What follows belongs to an exercise in optimizing a design on an open flow for small area, a short achievable clock period and few clock cycles per item; a production flow would make more cautious choices. No run shown here included a check of the RTL's function; only the layout flow was run.

## flow/design.v (module list and top-level ports; edited modules follow where they fit)
// module cordic_park_engine: 2654 lines
module cordic_park_engine #(
  parameter int WIDTH       = 16,
  parameter int ANGLE_WIDTH = 16,
  parameter int ITERATIONS  = 14,
  parameter int GUARD_BITS  = 3,
  parameter int GAIN_BITS   = 15,
  parameter int TAG_WIDTH   = 2
) (
  input  logic                          clk,
  input  logic                          rst,
  input  logic                          in_valid,
  output logic                          in_ready,
  input  logic                          mode,
  input  logic signed [WIDTH-1:0]       in_x,
  input  logic signed [WIDTH-1:0]       in_y,
  input  logic [ANGLE_WIDTH-1:0]        angle,
  input  logic [TAG_WIDTH-1:0]          in_tag,
  output logic                          out_valid,
  input  logic                          out_ready,
  output logic signed [WIDTH-1:0]       out_x,
  output logic signed [WIDTH-1:0]       out_y,
  output logic [TAG_WIDTH-1:0]          out_tag,
  output logic                          busy
);
  // ...
==> flow/run.sh <==
#!/bin/bash
# synth_recipe.tcl (not shown) runs the flow's synth.tcl, then flattens the netlist and writes it again
# the make line also repeats each setting of config.mk as NAME=value (left out here)
make -C /OpenROAD-flow-scripts/flow DESIGN_CONFIG=/design/flow/config.mk WORK_HOME=/design/flow/orfs CLKGATE_MAP_FILE= SYNTH_SCRIPT=/design/flow/synth_recipe.tcl finish
==> flow/config.mk <==
export PLATFORM = sky130hd
export DESIGN_NAME = cordic_park_engine
export DESIGN_NICKNAME = cordic_park_engine
export VERILOG_FILES = /design/flow/design.v
export SDC_FILE = /design/flow/constraint.sdc
export NUM_CORES = 4
export LEC_CHECK = 0
export ABC_CLOCK_PERIOD_IN_PS = 5000
export CAP_MARGIN = 20
export CORE_MARGIN = 2
export CORE_UTILIZATION = 60
export CTS_BUF_LIST = sky130_fd_sc_hd__clkbuf_8 sky130_fd_sc_hd__clkbuf_16
export CTS_CLUSTER_DIAMETER = 100
export CTS_CLUSTER_SIZE = 30
export PLACE_DENSITY = 0.72
export SETUP_SLACK_MARGIN = 5
export SLEW_MARGIN = 20
==> flow/constraint.sdc <==
create_clock -name core_clock -period 10.0 [get_ports {clk}]
set_input_delay 2.0000 -clock core_clock [delete_from_list [all_inputs] [get_ports {clk}]]
set_output_delay 2.0000 -clock core_clock [all_outputs]
set_load 0.01 [all_outputs]
==> results by group, run 1 <==
Outcome
  – Status: finished clean

Layout
  – Clock buf count: 27
  – Non-clk buf share: 0.0474
  – Sequential share of cell area: 0.219
  – Fin util: 0.674
  – Top cell category: multi-input gates

Critical path
  – Crit path kind: flip-flop to flip-flop
  – CP top delay family: adder cells
  – Startpoint types: flip-flop
  – CP most frequent cell: fa_2
  – R2R depth: 19

Synth
  – Synth Area in Compound Gates: 0.103
  – Adder-cell share of the synthesized area: 0.364
  – Gate Count Post-Synth: 5327
  – Synth Register Bits: 451
  – Xor/xnor cell area share of the yosys netlist: 0.144
  – Ranking of synthesized cells by area: edfxtp_1 (24%), fa_1 (21%), ha_1 (16%), xnor2_1 (9.8%), inv_1 (6.9%)
  – Dominant cell by count in the synthesized netlist: inv_1

Timing
  – RSZ-0062 raised after global routing: true
  – Final worst path period share: 0.519

Clock network
  – Post-CTS sizing: 97

GRT
  – Largest net degree at the start of global routing: 81
  – GRT Overall Usage: 0.255
  – GR peak layer: met2
  – Vias in the first global route: 37254

Floorplanning
  – Number of well taps: 1186

Routing
  – Total Wirelength: 122000 um

Hold path
  – Min-delay src: t_q[4][1]
  – Worst Hold Path Cells: 0
==> run 2: changes to the inputs <==
--- a/flow/design.v
+++ b/flow/design.v
@@ -2218,22 +2218,22 @@
   assign h7x_rb[32] = s_1417;
   assign h7x_ra[33] = s_1419;
   assign h7x_rb[33] = c_1418;
   assign h7x_ra[34] = ~x6_q[20];
   assign h7x_rb[34] = c_1420;
   assign h7x_ra[35] = ~1'b0;
   assign h7x_rb[35] = 1'b0;
   wire [18:0] lo7x = {1'b0, h7x_ra[17:0]} + {1'b0, h7x_rb[17:0]};
-  wire [17:0] hs7x = h7x_ra[35:18] + h7x_rb[35:18];
-  logic [17:0] hs7x_q;
+  logic [17:0] ha7x_q, hb7x_q;
   logic        c7x_q;
   always_ff @(posedge clk) begin
     if (en) begin
-      hs7x_q <= hs7x;
+      ha7x_q <= h7x_ra[35:18];
+      hb7x_q <= h7x_rb[35:18];
       c7x_q  <= lo7x[18];
     end
   end
   wire s_1421 = ~1'b0 ^ y6_q[0];
   wire c_1422 = ~1'b0 & y6_q[0];
   wire s_1423 = ~1'b0 ^ y6_q[0] ^ y6_q[2];
   wire c_1424 = (~1'b0 & y6_q[0]) | (~1'b0 & y6_q[2]) | (y6_q[0] & y6_q[2]);
   wire s_1425 = ~1'b0 ^ y6_q[1] ^ y6_q[3];
@@ -2605,50 +2605,414 @@
   assign h7y_rb[32] = s_1721;
   assign h7y_ra[33] = s_1723;
   assign h7y_rb[33] = c_1722;
   assign h7y_ra[34] = ~y6_q[20];
   assign h7y_rb[34] = c_1724;
   assign h7y_ra[35] = ~1'b0;
   assign h7y_rb[35] = 1'b0;
   wire [18:0] lo7y = {1'b0, h7y_ra[17:0]} + {1'b0, h7y_rb[17:0]};
-  wire [17:0] hs7y = h7y_ra[35:18] + h7y_rb[35:18];
-  logic [17:0] hs7y_q;
+  logic [17:0] ha7y_q, hb7y_q;
   logic        c7y_q;
   always_ff @(posedge clk) begin
     if (en) begin
-      hs7y_q <= hs7y;
+      ha7y_q <= h7y_ra[35:18];
+      hb7y_q <= h7y_rb[35:18];
       c7y_q  <= lo7y[18];
     end
   end
+  wire r8x_h_0 = ha7x_q[0] ^ hb7x_q[0];
+  wire r8x_g0_0 = (ha7x_q[0] & hb7x_q[0]) | (r8x_h_0 & c7x_q);
+  wire r8x_p0_0 = r8x_h_0;
+  wire r8x_h_1 = ha7x_q[1] ^ hb7x_q[1];
+  wire r8x_g0_1 = ha7x_q[1] & hb7x_q[1];
+  wire r8x_p0_1 = r8x_h_1;
+  wire r8x_h_2 = ha7x_q[2] ^ hb7x_q[2];
+  wire r8x_g0_2 = ha7x_q[2] & hb7x_q[2];
+  wire r8x_p0_2 = r8x_h_2;
+  wire r8x_h_3 = ha7x_q[3] ^ hb7x_q[3];
+  wire r8x_g0_3 = ha7x_q[3] & hb7x_q[3];
+  wire r8x_p0_3 = r8x_h_3;
+  wire r8x_h_4 = ha7x_q[4] ^ hb7x_q[4];
+  wire r8x_g0_4 = ha7x_q[4] & hb7x_q[4];
+  wire r8x_p0_4 = r8x_h_4;
+  wire r8x_h_5 = ha7x_q[5] ^ hb7x_q[5];
+  wire r8x_g0_5 = ha7x_q[5] & hb7x_q[5];
+  wire r8x_p0_5 = r8x_h_5;
+  wire r8x_h_6 = ha7x_q[6] ^ hb7x_q[6];
+  wire r8x_g0_6 = ha7x_q[6] & hb7x_q[6];
+  wire r8x_p0_6 = r8x_h_6;
+  wire r8x_h_7 = ha7x_q[7] ^ hb7x_q[7];
+  wire r8x_g0_7 = ha7x_q[7] & hb7x_q[7];
+  wire r8x_p0_7 = r8x_h_7;
+  wire r8x_h_8 = ha7x_q[8] ^ hb7x_q[8];
+  wire r8x_g0_8 = ha7x_q[8] & hb7x_q[8];
+  wire r8x_p0_8 = r8x_h_8;
+  wire r8x_h_9 = ha7x_q[9] ^ hb7x_q[9];
+  wire r8x_g0_9 = ha7x_q[9] & hb7x_q[9];
+  wire r8x_p0_9 = r8x_h_9;
+  wire r8x_h_10 = ha7x_q[10] ^ hb7x_q[10];
+  wire r8x_g0_10 = ha7x_q[10] & hb7x_q[10];
+  wire r8x_p0_10 = r8x_h_10;
+  wire r8x_h_11 = ha7x_q[11] ^ hb7x_q[11];
+  wire r8x_g0_11 = ha7x_q[11] & hb7x_q[11];
+  wire r8x_p0_11 = r8x_h_11;
+  wire r8x_h_12 = ha7x_q[12] ^ hb7x_q[12];
+  wire r8x_g0_12 = ha7x_q[12] & hb7x_q[12];
+  wire r8x_p0_12 = r8x_h_12;
+  wire r8x_h_13 = ha7x_q[13] ^ hb7x_q[13];
+  wire r8x_g0_13 = ha7x_q[13] & hb7x_q[13];
+  wire r8x_p0_13 = r8x_h_13;
+  wire r8x_h_14 = ha7x_q[14] ^ hb7x_q[14];
+  wire r8x_g0_14 = ha7x_q[14] & hb7x_q[14];
+  wire r8x_p0_14 = r8x_h_14;
+  wire r8x_h_15 = ha7x_q[15] ^ hb7x_q[15];
+  wire r8x_g0_15 = ha7x_q[15] & hb7x_q[15];
+  wire r8x_p0_15 = r8x_h_15;
+  wire r8x_h_16 = ha7x_q[16] ^ hb7x_q[16];
+  wire r8x_g0_16 = ha7x_q[16] & hb7x_q[16];
+  wire r8x_p0_16 = r8x_h_16;
+  wire r8x_h_17 = ha7x_q[17] ^ hb7x_q[17];
+  wire r8x_g0_17 = ha7x_q[17] & hb7x_q[17];
+  wire r8x_p0_17 = r8x_h_17;
+  wire r8x_g1_1 = r8x_g0_1 | (r8x_p0_1 & r8x_g0_0);
+  wire r8x_p1_1 = r8x_p0_1 & r8x_p0_0;
+  wire r8x_g1_2 = r8x_g0_2 | (r8x_p0_2 & r8x_g0_1);
+  wire r8x_p1_2 = r8x_p0_2 & r8x_p0_1;
+  wire r8x_g1_3 = r8x_g0_3 | (r8x_p0_3 & r8x_g0_2);
+  wire r8x_p1_3 = r8x_p0_3 & r8x_p0_2;
+  wire r8x_g1_4 = r8x_g0_4 | (r8x_p0_4 & r8x_g0_3);
+  wire r8x_p1_4 = r8x_p0_4 & r8x_p0_3;
+  wire r8x_g1_5 = r8x_g0_5 | (r8x_p0_5 & r8x_g0_4);
+  wire r8x_p1_5 = r8x_p0_5 & r8x_p0_4;
+  wire r8x_g1_6 = r8x_g0_6 | (r8x_p0_6 & r8x_g0_5);
+  wire r8x_p1_6 = r8x_p0_6 & r8x_p0_5;
+  wire r8x_g1_7 = r8x_g0_7 | (r8x_p0_7 & r8x_g0_6);
+  wire r8x_p1_7 = r8x_p0_7 & r8x_p0_6;
+  wire r8x_g1_8 = r8x_g0_8 | (r8x_p0_8 & r8x_g0_7);
+  wire r8x_p1_8 = r8x_p0_8 & r8x_p0_7;
+  wire r8x_g1_9 = r8x_g0_9 | (r8x_p0_9 & r8x_g0_8);
+  wire r8x_p1_9 = r8x_p0_9 & r8x_p0_8;
+  wire r8x_g1_10 = r8x_g0_10 | (r8x_p0_10 & r8x_g0_9);
+  wire r8x_p1_10 = r8x_p0_10 & r8x_p0_9;
+  wire r8x_g1_11 = r8x_g0_11 | (r8x_p0_11 & r8x_g0_10);
+  wire r8x_p1_11 = r8x_p0_11 & r8x_p0_10;
+  wire r8x_g1_12 = r8x_g0_12 | (r8x_p0_12 & r8x_g0_11);
+  wire r8x_p1_12 = r8x_p0_12 & r8x_p0_11;
+  wire r8x_g1_13 = r8x_g0_13 | (r8x_p0_13 & r8x_g0_12);
+  wire r8x_p1_13 = r8x_p0_13 & r8x_p0_12;
+  wire r8x_g1_14 = r8x_g0_14 | (r8x_p0_14 & r8x_g0_13);
+  wire r8x_p1_14 = r8x_p0_14 & r8x_p0_13;
+  wire r8x_g1_15 = r8x_g0_15 | (r8x_p0_15 & r8x_g0_14);
+  wire r8x_p1_15 = r8x_p0_15 & r8x_p0_14;
+  wire r8x_g1_16 = r8x_g0_16 | (r8x_p0_16 & r8x_g0_15);
+  wire r8x_p1_16 = r8x_p0_16 & r8x_p0_15;
+  wire r8x_g1_17 = r8x_g0_17 | (r8x_p0_17 & r8x_g0_16);
+  wire r8x_p1_17 = r8x_p0_17 & r8x_p0_16;
+  wire r8x_g2_2 = r8x_g1_2 | (r8x_p1_2 & r8x_g0_0);
+  wire r8x_p2_2 = r8x_p1_2 & r8x_p0_0;
+  wire r8x_g2_3 = r8x_g1_3 | (r8x_p1_3 & r8x_g1_1);
+  wire r8x_p2_3 = r8x_p1_3 & r8x_p1_1;
+  wire r8x_g2_4 = r8x_g1_4 | (r8x_p1_4 & r8x_g1_2);
+  wire r8x_p2_4 = r8x_p1_4 & r8x_p1_2;
+  wire r8x_g2_5 = r8x_g1_5 | (r8x_p1_5 & r8x_g1_3);
+  wire r8x_p2_5 = r8x_p1_5 & r8x_p1_3;
+  wire r8x_g2_6 = r8x_g1_6 | (r8x_p1_6 & r8x_g1_4);
+  wire r8x_p2_6 = r8x_p1_6 & r8x_p1_4;
+  wire r8x_g2_7 = r8x_g1_7 | (r8x_p1_7 & r8x_g1_5);
+  wire r8x_p2_7 = r8x_p1_7 & r8x_p1_5;
+  wire r8x_g2_8 = r8x_g1_8 | (r8x_p1_8 & r8x_g1_6);
+  wire r8x_p2_8 = r8x_p1_8 & r8x_p1_6;
+  wire r8x_g2_9 = r8x_g1_9 | (r8x_p1_9 & r8x_g1_7);
+  wire r8x_p2_9 = r8x_p1_9 & r8x_p1_7;
+  wire r8x_g2_10 = r8x_g1_10 | (r8x_p1_10 & r8x_g1_8);
+  wire r8x_p2_10 = r8x_p1_10 & r8x_p1_8;
+  wire r8x_g2_11 = r8x_g1_11 | (r8x_p1_11 & r8x_g1_9);
+  wire r8x_p2_11 = r8x_p1_11 & r8x_p1_9;
+  wire r8x_g2_12 = r8x_g1_12 | (r8x_p1_12 & r8x_g1_10);
+  wire r8x_p2_12 = r8x_p1_12 & r8x_p1_10;
+  wire r8x_g2_13 = r8x_g1_13 | (r8x_p1_13 & r8x_g1_11);
+  wire r8x_p2_13 = r8x_p1_13 & r8x_p1_11;
+  wire r8x_g2_14 = r8x_g1_14 | (r8x_p1_14 & r8x_g1_12);
+  wire r8x_p2_14 = r8x_p1_14 & r8x_p1_12;
+  wire r8x_g2_15 = r8x_g1_15 | (r8x_p1_15 & r8x_g1_13);
+  wire r8x_p2_15 = r8x_p1_15 & r8x_p1_13;
+  wire r8x_g2_16 = r8x_g1_16 | (r8x_p1_16 & r8x_g1_14);
+  wire r8x_p2_16 = r8x_p1_16 & r8x_p1_14;
+  wire r8x_g2_17 = r8x_g1_17 | (r8x_p1_17 & r8x_g1_15);
+  wire r8x_p2_17 = r8x_p1_17 & r8x_p1_15;
+  wire r8x_g3_4 = r8x_g2_4 | (r8x_p2_4 & r8x_g0_0);
+  wire r8x_p3_4 = r8x_p2_4 & r8x_p0_0;
+  wire r8x_g3_5 = r8x_g2_5 | (r8x_p2_5 & r8x_g1_1);
+  wire r8x_p3_5 = r8x_p2_5 & r8x_p1_1;
+  wire r8x_g3_6 = r8x_g2_6 | (r8x_p2_6 & r8x_g2_2);
+  wire r8x_p3_6 = r8x_p2_6 & r8x_p2_2;
+  wire r8x_g3_7 = r8x_g2_7 | (r8x_p2_7 & r8x_g2_3);
+  wire r8x_p3_7 = r8x_p2_7 & r8x_p2_3;
+  wire r8x_g3_8 = r8x_g2_8 | (r8x_p2_8 & r8x_g2_4);
+  wire r8x_p3_8 = r8x_p2_8 & r8x_p2_4;
+  wire r8x_g3_9 = r8x_g2_9 | (r8x_p2_9 & r8x_g2_5);
+  wire r8x_p3_9 = r8x_p2_9 & r8x_p2_5;
+  wire r8x_g3_10 = r8x_g2_10 | (r8x_p2_10 & r8x_g2_6);
+  wire r8x_p3_10 = r8x_p2_10 & r8x_p2_6;
+  wire r8x_g3_11 = r8x_g2_11 | (r8x_p2_11 & r8x_g2_7);
+  wire r8x_p3_11 = r8x_p2_11 & r8x_p2_7;
+  wire r8x_g3_12 = r8x_g2_12 | (r8x_p2_12 & r8x_g2_8);
+  wire r8x_p3_12 = r8x_p2_12 & r8x_p2_8;
+  wire r8x_g3_13 = r8x_g2_13 | (r8x_p2_13 & r8x_g2_9);
+  wire r8x_p3_13 = r8x_p2_13 & r8x_p2_9;
+  wire r8x_g3_14 = r8x_g2_14 | (r8x_p2_14 & r8x_g2_10);
+  wire r8x_p3_14 = r8x_p2_14 & r8x_p2_10;
+  wire r8x_g3_15 = r8x_g2_15 | (r8x_p2_15 & r8x_g2_11);
+  wire r8x_p3_15 = r8x_p2_15 & r8x_p2_11;
+  wire r8x_g3_16 = r8x_g2_16 | (r8x_p2_16 & r8x_g2_12);
+  wire r8x_p3_16 = r8x_p2_16 & r8x_p2_12;
+  wire r8x_g3_17 = r8x_g2_17 | (r8x_p2_17 & r8x_g2_13);
+  wire r8x_p3_17 = r8x_p2_17 & r8x_p2_13;
+  wire r8x_g4_8 = r8x_g3_8 | (r8x_p3_8 & r8x_g0_0);
+  wire r8x_p4_8 = r8x_p3_8 & r8x_p0_0;
+  wire r8x_g4_9 = r8x_g3_9 | (r8x_p3_9 & r8x_g1_1);
+  wire r8x_p4_9 = r8x_p3_9 & r8x_p1_1;
+  wire r8x_g4_10 = r8x_g3_10 | (r8x_p3_10 & r8x_g2_2);
+  wire r8x_p4_10 = r8x_p3_10 & r8x_p2_2;
+  wire r8x_g4_11 = r8x_g3_11 | (r8x_p3_11 & r8x_g2_3);
+  wire r8x_p4_11 = r8x_p3_11 & r8x_p2_3;
+  wire r8x_g4_12 = r8x_g3_12 | (r8x_p3_12 & r8x_g3_4);
+  wire r8x_p4_12 = r8x_p3_12 & r8x_p3_4;
+  wire r8x_g4_13 = r8x_g3_13 | (r8x_p3_13 & r8x_g3_5);
+  wire r8x_p4_13 = r8x_p3_13 & r8x_p3_5;
+  wire r8x_g4_14 = r8x_g3_14 | (r8x_p3_14 & r8x_g3_6);
+  wire r8x_p4_14 = r8x_p3_14 & r8x_p3_6;
+  wire r8x_g4_15 = r8x_g3_15 | (r8x_p3_15 & r8x_g3_7);
+  wire r8x_p4_15 = r8x_p3_15 & r8x_p3_7;
+  wire r8x_g4_16 = r8x_g3_16 | (r8x_p3_16 & r8x_g3_8);
+  wire r8x_p4_16 = r8x_p3_16 & r8x_p3_8;
+  wire r8x_g4_17 = r8x_g3_17 | (r8x_p3_17 & r8x_g3_9);
+  wire r8x_p4_17 = r8x_p3_17 & r8x_p3_9;
+  wire r8x_g5_16 = r8x_g4_16 | (r8x_p4_16 & r8x_g0_0);
+  wire r8x_p5_16 = r8x_p4_16 & r8x_p0_0;
+  wire r8x_g5_17 = r8x_g4_17 | (r8x_p4_17 & r8x_g1_1);
+  wire r8x_p5_17 = r8x_p4_17 & r8x_p1_1;
+  wire [17:0] r8x;
+  assign r8x[0] = r8x_h_0 ^ c7x_q;
+  assign r8x[1] = r8x_h_1 ^ r8x_g0_0;
+  assign r8x[2] = r8x_h_2 ^ r8x_g1_1;
+  assign r8x[3] = r8x_h_3 ^ r8x_g2_2;
+  assign r8x[4] = r8x_h_4 ^ r8x_g2_3;
+  assign r8x[5] = r8x_h_5 ^ r8x_g3_4;
+  assign r8x[6] = r8x_h_6 ^ r8x_g3_5;
+  assign r8x[7] = r8x_h_7 ^ r8x_g3_6;
+  assign r8x[8] = r8x_h_8 ^ r8x_g3_7;
+  assign r8x[9] = r8x_h_9 ^ r8x_g4_8;
+  assign r8x[10] = r8x_h_10 ^ r8x_g4_9;
+  assign r8x[11] = r8x_h_11 ^ r8x_g4_10;
+  assign r8x[12] = r8x_h_12 ^ r8x_g4_11;
+  assign r8x[13] = r8x_h_13 ^ r8x_g4_12;
+  assign r8x[14] = r8x_h_14 ^ r8x_g4_13;
+  assign r8x[15] = r8x_h_15 ^ r8x_g4_14;
+  assign r8x[16] = r8x_h_16 ^ r8x_g4_15;
+  assign r8x[17] = r8x_h_17 ^ r8x_g5_16;
+  wire r8y_h_0 = ha7y_q[0] ^ hb7y_q[0];
+  wire r8y_g0_0 = (ha7y_q[0] & hb7y_q[0]) | (r8y_h_0 & c7y_q);
+  wire r8y_p0_0 = r8y_h_0;
+  wire r8y_h_1 = ha7y_q[1] ^ hb7y_q[1];
+  wire r8y_g0_1 = ha7y_q[1] & hb7y_q[1];
+  wire r8y_p0_1 = r8y_h_1;
+  wire r8y_h_2 = ha7y_q[2] ^ hb7y_q[2];
+  wire r8y_g0_2 = ha7y_q[2] & hb7y_q[2];
+  wire r8y_p0_2 = r8y_h_2;
+  wire r8y_h_3 = ha7y_q[3] ^ hb7y_q[3];
+  wire r8y_g0_3 = ha7y_q[3] & hb7y_q[3];
+  wire r8y_p0_3 = r8y_h_3;
+  wire r8y_h_4 = ha7y_q[4] ^ hb7y_q[4];
+  wire r8y_g0_4 = ha7y_q[4] & hb7y_q[4];
+  wire r8y_p0_4 = r8y_h_4;
+  wire r8y_h_5 = ha7y_q[5] ^ hb7y_q[5];
+  wire r8y_g0_5 = ha7y_q[5] & hb7y_q[5];
+  wire r8y_p0_5 = r8y_h_5;
+  wire r8y_h_6 = ha7y_q[6] ^ hb7y_q[6];
+  wire r8y_g0_6 = ha7y_q[6] & hb7y_q[6];
+  wire r8y_p0_6 = r8y_h_6;
+  wire r8y_h_7 = ha7y_q[7] ^ hb7y_q[7];
+  wire r8y_g0_7 = ha7y_q[7] & hb7y_q[7];
+  wire r8y_p0_7 = r8y_h_7;
+  wire r8y_h_8 = ha7y_q[8] ^ hb7y_q[8];
+  wire r8y_g0_8 = ha7y_q[8] & hb7y_q[8];
+  wire r8y_p0_8 = r8y_h_8;
+  wire r8y_h_9 = ha7y_q[9] ^ hb7y_q[9];
+  wire r8y_g0_9 = ha7y_q[9] & hb7y_q[9];
+  wire r8y_p0_9 = r8y_h_9;
+  wire r8y_h_10 = ha7y_q[10] ^ hb7y_q[10];
+  wire r8y_g0_10 = ha7y_q[10] & hb7y_q[10];
+  wire r8y_p0_10 = r8y_h_10;
+  wire r8y_h_11 = ha7y_q[11] ^ hb7y_q[11];
+  wire r8y_g0_11 = ha7y_q[11] & hb7y_q[11];
+  wire r8y_p0_11 = r8y_h_11;
+  wire r8y_h_12 = ha7y_q[12] ^ hb7y_q[12];
+  wire r8y_g0_12 = ha7y_q[12] & hb7y_q[12];
+  wire r8y_p0_12 = r8y_h_12;
+  wire r8y_h_13 = ha7y_q[13] ^ hb7y_q[13];
+  wire r8y_g0_13 = ha7y_q[13] & hb7y_q[13];
+  wire r8y_p0_13 = r8y_h_13;
+  wire r8y_h_14 = ha7y_q[14] ^ hb7y_q[14];
+  wire r8y_g0_14 = ha7y_q[14] & hb7y_q[14];
+  wire r8y_p0_14 = r8y_h_14;
+  wire r8y_h_15 = ha7y_q[15] ^ hb7y_q[15];
+  wire r8y_g0_15 = ha7y_q[15] & hb7y_q[15];
+  wire r8y_p0_15 = r8y_h_15;
+  wire r8y_h_16 = ha7y_q[16] ^ hb7y_q[16];
+  wire r8y_g0_16 = ha7y_q[16] & hb7y_q[16];
+  wire r8y_p0_16 = r8y_h_16;
+  wire r8y_h_17 = ha7y_q[17] ^ hb7y_q[17];
+  wire r8y_g0_17 = ha7y_q[17] & hb7y_q[17];
+  wire r8y_p0_17 = r8y_h_17;
+  wire r8y_g1_1 = r8y_g0_1 | (r8y_p0_1 & r8y_g0_0);
+  wire r8y_p1_1 = r8y_p0_1 & r8y_p0_0;
+  wire r8y_g1_2 = r8y_g0_2 | (r8y_p0_2 & r8y_g0_1);
+  wire r8y_p1_2 = r8y_p0_2 & r8y_p0_1;
+  wire r8y_g1_3 = r8y_g0_3 | (r8y_p0_3 & r8y_g0_2);
+  wire r8y_p1_3 = r8y_p0_3 & r8y_p0_2;
+  wire r8y_g1_4 = r8y_g0_4 | (r8y_p0_4 & r8y_g0_3);
+  wire r8y_p1_4 = r8y_p0_4 & r8y_p0_3;
+  wire r8y_g1_5 = r8y_g0_5 | (r8y_p0_5 & r8y_g0_4);
+  wire r8y_p1_5 = r8y_p0_5 & r8y_p0_4;
+  wire r8y_g1_6 = r8y_g0_6 | (r8y_p0_6 & r8y_g0_5);
+  wire r8y_p1_6 = r8y_p0_6 & r8y_p0_5;
+  wire r8y_g1_7 = r8y_g0_7 | (r8y_p0_7 & r8y_g0_6);
+  wire r8y_p1_7 = r8y_p0_7 & r8y_p0_6;
+  wire r8y_g1_8 = r8y_g0_8 | (r8y_p0_8 & r8y_g0_7);
+  wire r8y_p1_8 = r8y_p0_8 & r8y_p0_7;
+  wire r8y_g1_9 = r8y_g0_9 | (r8y_p0_9 & r8y_g0_8);
+  wire r8y_p1_9 = r8y_p0_9 & r8y_p0_8;
+  wire r8y_g1_10 = r8y_g0_10 | (r8y_p0_10 & r8y_g0_9);
+  wire r8y_p1_10 = r8y_p0_10 & r8y_p0_9;
+  wire r8y_g1_11 = r8y_g0_11 | (r8y_p0_11 & r8y_g0_10);
+  wire r8y_p1_11 = r8y_p0_11 & r8y_p0_10;
+  wire r8y_g1_12 = r8y_g0_12 | (r8y_p0_12 & r8y_g0_11);
+  wire r8y_p1_12 = r8y_p0_12 & r8y_p0_11;
+  wire r8y_g1_13 = r8y_g0_13 | (r8y_p0_13 & r8y_g0_12);
+  wire r8y_p1_13 = r8y_p0_13 & r8y_p0_12;
+  wire r8y_g1_14 = r8y_g0_14 | (r8y_p0_14 & r8y_g0_13);
+  wire r8y_p1_14 = r8y_p0_14 & r8y_p0_13;
+  wire r8y_g1_15 = r8y_g0_15 | (r8y_p0_15 & r8y_g0_14);
+  wire r8y_p1_15 = r8y_p0_15 & r8y_p0_14;
+  wire r8y_g1_16 = r8y_g0_16 | (r8y_p0_16 & r8y_g0_15);
+  wire r8y_p1_16 = r8y_p0_16 & r8y_p0_15;
+  wire r8y_g1_17 = r8y_g0_17 | (r8y_p0_17 & r8y_g0_16);
+  wire r8y_p1_17 = r8y_p0_17 & r8y_p0_16;
+  wire r8y_g2_2 = r8y_g1_2 | (r8y_p1_2 & r8y_g0_0);
+  wire r8y_p2_2 = r8y_p1_2 & r8y_p0_0;
+  wire r8y_g2_3 = r8y_g1_3 | (r8y_p1_3 & r8y_g1_1);
+  wire r8y_p2_3 = r8y_p1_3 & r8y_p1_1;
+  wire r8y_g2_4 = r8y_g1_4 | (r8y_p1_4 & r8y_g1_2);
+  wire r8y_p2_4 = r8y_p1_4 & r8y_p1_2;
+  wire r8y_g2_5 = r8y_g1_5 | (r8y_p1_5 & r8y_g1_3);
+  wire r8y_p2_5 = r8y_p1_5 & r8y_p1_3;
+  wire r8y_g2_6 = r8y_g1_6 | (r8y_p1_6 & r8y_g1_4);
+  wire r8y_p2_6 = r8y_p1_6 & r8y_p1_4;
+  wire r8y_g2_7 = r8y_g1_7 | (r8y_p1_7 & r8y_g1_5);
+  wire r8y_p2_7 = r8y_p1_7 & r8y_p1_5;
+  wire r8y_g2_8 = r8y_g1_8 | (r8y_p1_8 & r8y_g1_6);
+  wire r8y_p2_8 = r8y_p1_8 & r8y_p1_6;
+  wire r8y_g2_9 = r8y_g1_9 | (r8y_p1_9 & r8y_g1_7);
+  wire r8y_p2_9 = r8y_p1_9 & r8y_p1_7;
+  wire r8y_g2_10 = r8y_g1_10 | (r8y_p1_10 & r8y_g1_8);
+  wire r8y_p2_10 = r8y_p1_10 & r8y_p1_8;
+  wire r8y_g2_11 = r8y_g1_11 | (r8y_p1_11 & r8y_g1_9);
+  wire r8y_p2_11 = r8y_p1_11 & r8y_p1_9;
+  wire r8y_g2_12 = r8y_g1_12 | (r8y_p1_12 & r8y_g1_10);
+  wire r8y_p2_12 = r8y_p1_12 & r8y_p1_10;
+  wire r8y_g2_13 = r8y_g1_13 | (r8y_p1_13 & r8y_g1_11);
+  wire r8y_p2_13 = r8y_p1_13 & r8y_p1_11;
+  wire r8y_g2_14 = r8y_g1_14 | (r8y_p1_14 & r8y_g1_12);
+  wire r8y_p2_14 = r8y_p1_14 & r8y_p1_12;
+  wire r8y_g2_15 = r8y_g1_15 | (r8y_p1_15 & r8y_g1_13);
+  wire r8y_p2_15 = r8y_p1_15 & r8y_p1_13;
+  wire r8y_g2_16 = r8y_g1_16 | (r8y_p1_16 & r8y_g1_14);
+  wire r8y_p2_16 = r8y_p1_16 & r8y_p1_14;
+  wire r8y_g2_17 = r8y_g1_17 | (r8y_p1_17 & r8y_g1_15);
+  wire r8y_p2_17 = r8y_p1_17 & r8y_p1_15;
+  wire r8y_g3_4 = r8y_g2_4 | (r8y_p2_4 & r8y_g0_0);
+  wire r8y_p3_4 = r8y_p2_4 & r8y_p0_0;
+  wire r8y_g3_5 = r8y_g2_5 | (r8y_p2_5 & r8y_g1_1);
+  wire r8y_p3_5 = r8y_p2_5 & r8y_p1_1;
+  wire r8y_g3_6 = r8y_g2_6 | (r8y_p2_6 & r8y_g2_2);
+  wire r8y_p3_6 = r8y_p2_6 & r8y_p2_2;
+  wire r8y_g3_7 = r8y_g2_7 | (r8y_p2_7 & r8y_g2_3);
+  wire r8y_p3_7 = r8y_p2_7 & r8y_p2_3;
+  wire r8y_g3_8 = r8y_g2_8 | (r8y_p2_8 & r8y_g2_4);
+  wire r8y_p3_8 = r8y_p2_8 & r8y_p2_4;
+  wire r8y_g3_9 = r8y_g2_9 | (r8y_p2_9 & r8y_g2_5);
+  wire r8y_p3_9 = r8y_p2_9 & r8y_p2_5;
+  wire r8y_g3_10 = r8y_g2_10 | (r8y_p2_10 & r8y_g2_6);
+  wire r8y_p3_10 = r8y_p2_10 & r8y_p2_6;
+  wire r8y_g3_11 = r8y_g2_11 | (r8y_p2_11 & r8y_g2_7);
+  wire r8y_p3_11 = r8y_p2_11 & r8y_p2_7;
+  wire r8y_g3_12 = r8y_g2_12 | (r8y_p2_12 & r8y_g2_8);
+  wire r8y_p3_12 = r8y_p2_12 & r8y_p2_8;
+  wire r8y_g3_13 = r8y_g2_13 | (r8y_p2_13 & r8y_g2_9);
+  wire r8y_p3_13 = r8y_p2_13 & r8y_p2_9;
+  wire r8y_g3_14 = r8y_g2_14 | (r8y_p2_14 & r8y_g2_10);
+  wire r8y_p3_14 = r8y_p2_14 & r8y_p2_10;
+  wire r8y_g3_15 = r8y_g2_15 | (r8y_p2_15 & r8y_g2_11);
+  wire r8y_p3_15 = r8y_p2_15 & r8y_p2_11;
+  wire r8y_g3_16 = r8y_g2_16 | (r8y_p2_16 & r8y_g2_12);
+  wire r8y_p3_16 = r8y_p2_16 & r8y_p2_12;
+  wire r8y_g3_17 = r8y_g2_17 | (r8y_p2_17 & r8y_g2_13);
+  wire r8y_p3_17 = r8y_p2_17 & r8y_p2_13;
+  wire r8y_g4_8 = r8y_g3_8 | (r8y_p3_8 & r8y_g0_0);
+  wire r8y_p4_8 = r8y_p3_8 & r8y_p0_0;
+  wire r8y_g4_9 = r8y_g3_9 | (r8y_p3_9 & r8y_g1_1);
+  wire r8y_p4_9 = r8y_p3_9 & r8y_p1_1;
+  wire r8y_g4_10 = r8y_g3_10 | (r8y_p3_10 & r8y_g2_2);
+  wire r8y_p4_10 = r8y_p3_10 & r8y_p2_2;
+  wire r8y_g4_11 = r8y_g3_11 | (r8y_p3_11 & r8y_g2_3);
+  wire r8y_p4_11 = r8y_p3_11 & r8y_p2_3;
+  wire r8y_g4_12 = r8y_g3_12 | (r8y_p3_12 & r8y_g3_4);
+  wire r8y_p4_12 = r8y_p3_12 & r8y_p3_4;
+  wire r8y_g4_13 = r8y_g3_13 | (r8y_p3_13 & r8y_g3_5);
+  wire r8y_p4_13 = r8y_p3_13 & r8y_p3_5;
+  wire r8y_g4_14 = r8y_g3_14 | (r8y_p3_14 & r8y_g3_6);
+  wire r8y_p4_14 = r8y_p3_14 & r8y_p3_6;
+  wire r8y_g4_15 = r8y_g3_15 | (r8y_p3_15 & r8y_g3_7);
+  wire r8y_p4_15 = r8y_p3_15 & r8y_p3_7;
+  wire r8y_g4_16 = r8y_g3_16 | (r8y_p3_16 & r8y_g3_8);
+  wire r8y_p4_16 = r8y_p3_16 & r8y_p3_8;
+  wire r8y_g4_17 = r8y_g3_17 | (r8y_p3_17 & r8y_g3_9);
+  wire r8y_p4_17 = r8y_p3_17 & r8y_p3_9;
+  wire r8y_g5_16 = r8y_g4_16 | (r8y_p4_16 & r8y_g0_0);
+  wire r8y_p5_16 = r8y_p4_16 & r8y_p0_0;
+  wire r8y_g5_17 = r8y_g4_17 | (r8y_p4_17 & r8y_g1_1);
+  wire r8y_p5_17 = r8y_p4_17 & r8y_p1_1;
+  wire [17:0] r8y;
+  assign r8y[0] = r8y_h_0 ^ c7y_q;
+  assign r8y[1] = r8y_h_1 ^ r8y_g0_0;
+  assign r8y[2] = r8y_h_2 ^ r8y_g1_1;
+  assign r8y[3] = r8y_h_3 ^ r8y_g2_2;
+  assign r8y[4] = r8y_h_4 ^ r8y_g2_3;
+  assign r8y[5] = r8y_h_5 ^ r8y_g3_4;
+  assign r8y[6] = r8y_h_6 ^ r8y_g3_5;
+  assign r8y[7] = r8y_h_7 ^ r8y_g3_6;
+  assign r8y[8] = r8y_h_8 ^ r8y_g3_7;
+  assign r8y[9] = r8y_h_9 ^ r8y_g4_8;
+  assign r8y[10] = r8y_h_10 ^ r8y_g4_9;
+  assign r8y[11] = r8y_h_11 ^ r8y_g4_10;
+  assign r8y[12] = r8y_h_12 ^ r8y_g4_11;
+  assign r8y[13] = r8y_h_13 ^ r8y_g4_12;
+  assign r8y[14] = r8y_h_14 ^ r8y_g4_13;
+  assign r8y[15] = r8y_h_15 ^ r8y_g4_14;
+  assign r8y[16] = r8y_h_16 ^ r8y_g4_15;
+  assign r8y[17] = r8y_h_17 ^ r8y_g5_16;
   function automatic logic [15:0] sat18(input logic [17:0] r);
     if (r[17:15] == 3'b000 || r[17:15] == 3'b111) sat18 = r[15:0];
     else if (r[17]) sat18 = 16'h8000;
     else sat18 = 16'h7fff;
   endfunction
-  wire [17:0] r8x = hs7x_q + 18'(c7x_q);
-  wire [17:0] r8y = hs7y_q + 18'(c7y_q);
-  wire [15:0] rx = sat18(r8x);
-  wire [15:0] ry = sat18(r8y);
-  logic        ov_q;
-  logic [15:0] ox_q, oy_q;
-  logic [1:0]  ot_q;
-  logic        vin;
-  assign en  = !ov_q || out_ready;
+  logic vin;
   assign vin = v_q[7];
-  always_ff @(posedge clk or posedge rst) begin
-    if (rst) ov_q <= 1'b0;
-    else if (en) ov_q <= vin;
-  end
-  always_ff @(posedge clk) begin
-    if (en && vin) begin
-      ox_q <= rx;
-      oy_q <= ry;
-      ot_q <= t_q[7];
-    end
-  end
+  assign en  = !vin || out_ready;
   assign in_ready  = en && !rst;
-  assign out_valid = ov_q;
-  assign busy      = (|v_q) | ov_q;
-  assign out_x     = ox_q;
-  assign out_y     = oy_q;
-  assign out_tag   = ot_q;
+  assign out_valid = vin;
+  assign busy      = |v_q;
+  assign out_x     = sat18(r8x);
+  assign out_y     = sat18(r8y);
+  assign out_tag   = t_q[7];
 endmodule
==> flow/config.mk (replaced) <==
export PLATFORM = sky130hd
export DESIGN_NAME = cordic_park_engine
export DESIGN_NICKNAME = cordic_park_engine
export VERILOG_FILES = /design/flow/design.v
export SDC_FILE = /design/flow/constraint.sdc
export NUM_CORES = 4
export LEC_CHECK = 0
export ABC_CLOCK_PERIOD_IN_PS = 5000
export CAP_MARGIN = 20
export CORE_MARGIN = 2
export CORE_UTILIZATION = 60
export CTS_BUF_LIST = sky130_fd_sc_hd__clkbuf_4 sky130_fd_sc_hd__clkbuf_8
export CTS_CLUSTER_DIAMETER = 50
export CTS_CLUSTER_SIZE = 20
export PLACE_DENSITY = 0.72
export SETUP_SLACK_MARGIN = 5
export SLEW_MARGIN = 20
==> run 2 against run 1 <==
Compared with the run above: critical path depth shrank 1; cell area decreased by 1.1%; worst hold slack worse by 0.0039 ns; flip-flop and latch count decreased by 3; critical path type is now flip-flop to output pin.
==> results by group, run 2 <==
Outcome
  – Status: finished clean

Place
  – Port buffer count: 91
  – Inst Count DP: 6433
  – Placer Congestion: 0.916
  – Hpwl dp: 96400 um

Synth
  – Post-synthesis cell area: 54600 um^2
  – Synth top area share: 0.242
  – YS warnings: 2
  – Netlist cell types: 88
  – Synth Register Bits: 448 (-0.67%)
  – Top FF cell, synth: edfxtp_1
  – Cell taking the most area after synthesis: edfxtp_1
  – Number of synthesized flops with an enable pin: 440
  – Sequential-to-total area share from yosys stat: 0.246
  – Ranking of synthesized cells by area: edfxtp_1 (24%), fa_1 (21%), ha_1 (16%), xnor2_1 (8.5%), inv_1 (6.9%)
  – Dominant cell by count in the synthesized netlist: inv_1
  – Gate Count Post-Synth: 5234 (-1.7%)
  – Syn_nets: 6549
  – Synth cell count leaders: inv_1 (1002), ha_1 (677), fa_1 (583), xnor2_1 (533), edfxtp_1 (440)
  – Synthesized area per cell: 10.4 um^2
  – Synth async-reset ratio: 0.0179

Clock network
  – CTS Buf Count: 60
  – CTS Root Cell: clkbuf_8
  – TritonCTS clock tree: yes
  – H-Tree Depth: 2
  – Maximum clock insertion buffer count: 3
  – Clk latency of the worst-skew pair: 0.74 ns
  – Clock sinks: 448
  – Clock transition at path regs: 0.09 ns

Layout
  – Most frequent cells in the layout: inv_1 (988), ha_1 (663), fa_1 (574)
  – Share of cells above drive strength 1: 0.0980
  – Nets: 6765
  – Fin util: 0.675 (about the same)
  – Most common cell after layout, fill and taps aside: inv_1
  – Area Overhead vs Synth: 11.4%
  – Final instance count without filler cells: 6679

Timing
  – Slew of the pin with the lowest slew margin: 1.03 ns
  – RSZ-0062 raised after global routing: true
  – Final setup violation count: 0
  – Final count of hold timing violations: 0
  – Slew headroom: 0.310
  – Setup Total Neg Slack: 0 ns
  – Clock Skew: 0.0441 ns
  – Final Max Slew Viols: 0
  – Tmin final: 6.01 ns
  – Final worst path period share: 0.601 (+0.0813)
  – Fmax achieved: 167 MHz

Routing
  – Total number of vias: 36812
  – Vias per std cell: 5.51
  – Total Wirelength: 122000 um (+0.19%)
  – DR WL/cell: 18.3 um
  – DRT iter0 DRCs: 2194
  – Pre-antenna DRT Iters: 5
  – DRC violations left: 0
  – Post-route ant nets: 0

Floorplanning
  – Core area: 90100 um^2
  – Die W: 306 um
  – Initial Util: 0.606
  – I/O pins: 92
  – Rows: 110
  – Chip height: 306 um
  – Die area: 93400 um^2

Critical path
  – Critical-path top delay cell: edfxtp_1
  – CP top delay family: compound AO/OA/AOI/OAI gates
  – Startpoint types: flip-flop
  – CP max stage delay: 0.38 ns
  – Worst Path Arrival: 4.01 ns
  – Req. time, crit path: 8.00 ns
  – Worst path cell trace: inv_2 > fa_2 > inv_2 > fa_2 > nand3_2 > a31oi_4 > a311o_1 > a31oi_4 > o21ai_2 > mux2i_2 > buf_4 > nor4_4 > a211oi_4 > buf_6 > buf_16 > buf_6 > o21a_1 > buf_2
  – Crit path kind: flip-flop to output pin
  – Critical Path End Type: output pin
  – CP Buf/Inv Count: 7
  – Worst-path fanout max: 5

GRT
  – Vias in the first global route: 37422 (+0.45%)
  – First-pass GRT wire length: 195000 um
  – Largest net degree at the start of global routing: 172 (+110%)
  – GRT Overall Usage: 0.260 (+0.00482)
  – Grt total ovfl: 0
  – Initial antenna violation count: 1

Hold path
  – Worst Hold Class: flip-flop to flip-flop

Run
  – # Max-Cap Violations: 0
==> run 2: cell types whose count changed after synthesis, sizes merged, moves of 21 or more <==
cell,before,now
nor3,53,75
o21ai,172,150
xor2,289,318
or3,19,41
xnor2,617,534
nor2,243,183
nand2,132,111
==> run 2: cells by family after synthesis <==
group | count (synthesis) | synth area share
muxes | 47 | 0.00887
and+or+nand+nor | 682 | 0.0627
DFF | 448 | 0.246
adders and majority gates | 1261 | 0.369
buffers and inverters | 1090 | 0.0753
AOI/OAI and AO/OA | 854 | 0.101
xor gates and xnor gates | 852 | 0.137
==> run 2: worst paths after layout <==
kind,endpoint,slack (ns),startpoint,cells past startpoint
min in group asynchronous,v_q[1],1.58,rst,3
min,t_q[5][1],0.42,t_q[4][1],0
max reg2reg,x6_q[20],4.95,p5_q,22
max,out_x[12],3.99,ha7x_q[0],18
max in group asynchronous,v_q[4],8.30,rst,3
min reg2reg,t_q[5][1],0.42,t_q[4][1],0
==> run 2: cell type report <==
type	instances	area (um^2)
diodes	2	5.00
fillers	6864	29300
repair buffers	240	2420
multi-input cells	3698	38200
clock inverters	49	641
inverters	1002	3770
clock buffers	64	856
well taps	1176	1470
flip-flops and latches	448	13400
==> run 2: what timing repair did <==
action,4_1_cts,5_1_grt
gates resized for setup,247,174
gates cloned,9,8
setup endpoints to repair,103,120
pin swaps,44,81
hold buffers,0,0
setup buffers,49,65
==> run 2: per-layer routing <==
metal  part of all wire  vias up  GRT usage
li1                   -    17732          -
met5                  0        -          0
met1               0.43    18107      0.348
met2               0.49      787      0.452
met4              0.029        0     0.0703
met3              0.044      186     0.0271
==> run 2: stage by stage <==
stage	worst slack (ns)	hold WS (ns)	instance area [um^2]
2_1_floorplan	4.40	0.400	54700
3_3_place_gp	4.05	0.401	56900
3_5_place_dp	4.00	0.406	56900
4_1_cts	3.93	0.411	59400
5_1_grt	3.82	0.408	60800
6_report	3.99	0.421	60800

==> port drivers added, routing unchanged <==
Ports are ideal in the flow. The routed layouts listed here were re-timed in OpenROAD.
Step 1 sets driving cells, clkbuf_16 on the clock port and buf_2 on the other inputs (assumed; they add their load-dependent delay and slew).
Step 2 adds t to the input delays and takes it off the output delays; t is the mean of the earliest and latest rising clock arrival at the registers after step 1. Input paths then give back, and output paths get back, about the clock's delay inside the block.
Three values: ideal ports, drivers, drivers and shift; two values: the first two.
| run | shift t [ns] | setup WS [ns] | hold WS [ns] | worst slew at a driven data input, ns |
|---|---|---|---|---|
| run 1 | 0.691 | 4.808 / 4.808 / 4.547 | 0.425 / 0.425 / 0.425 | 0.05 |
| run 2 | 0.783 | 3.995 / 3.935 / 4.378 | 0.421 / 0.421 / 0.421 | 0.04 |
After both steps setup and hold are still met in every run listed. The setup slack of run 1, which loses most, moves by 0.000 ns with the drivers and by -0.261 ns with both steps.
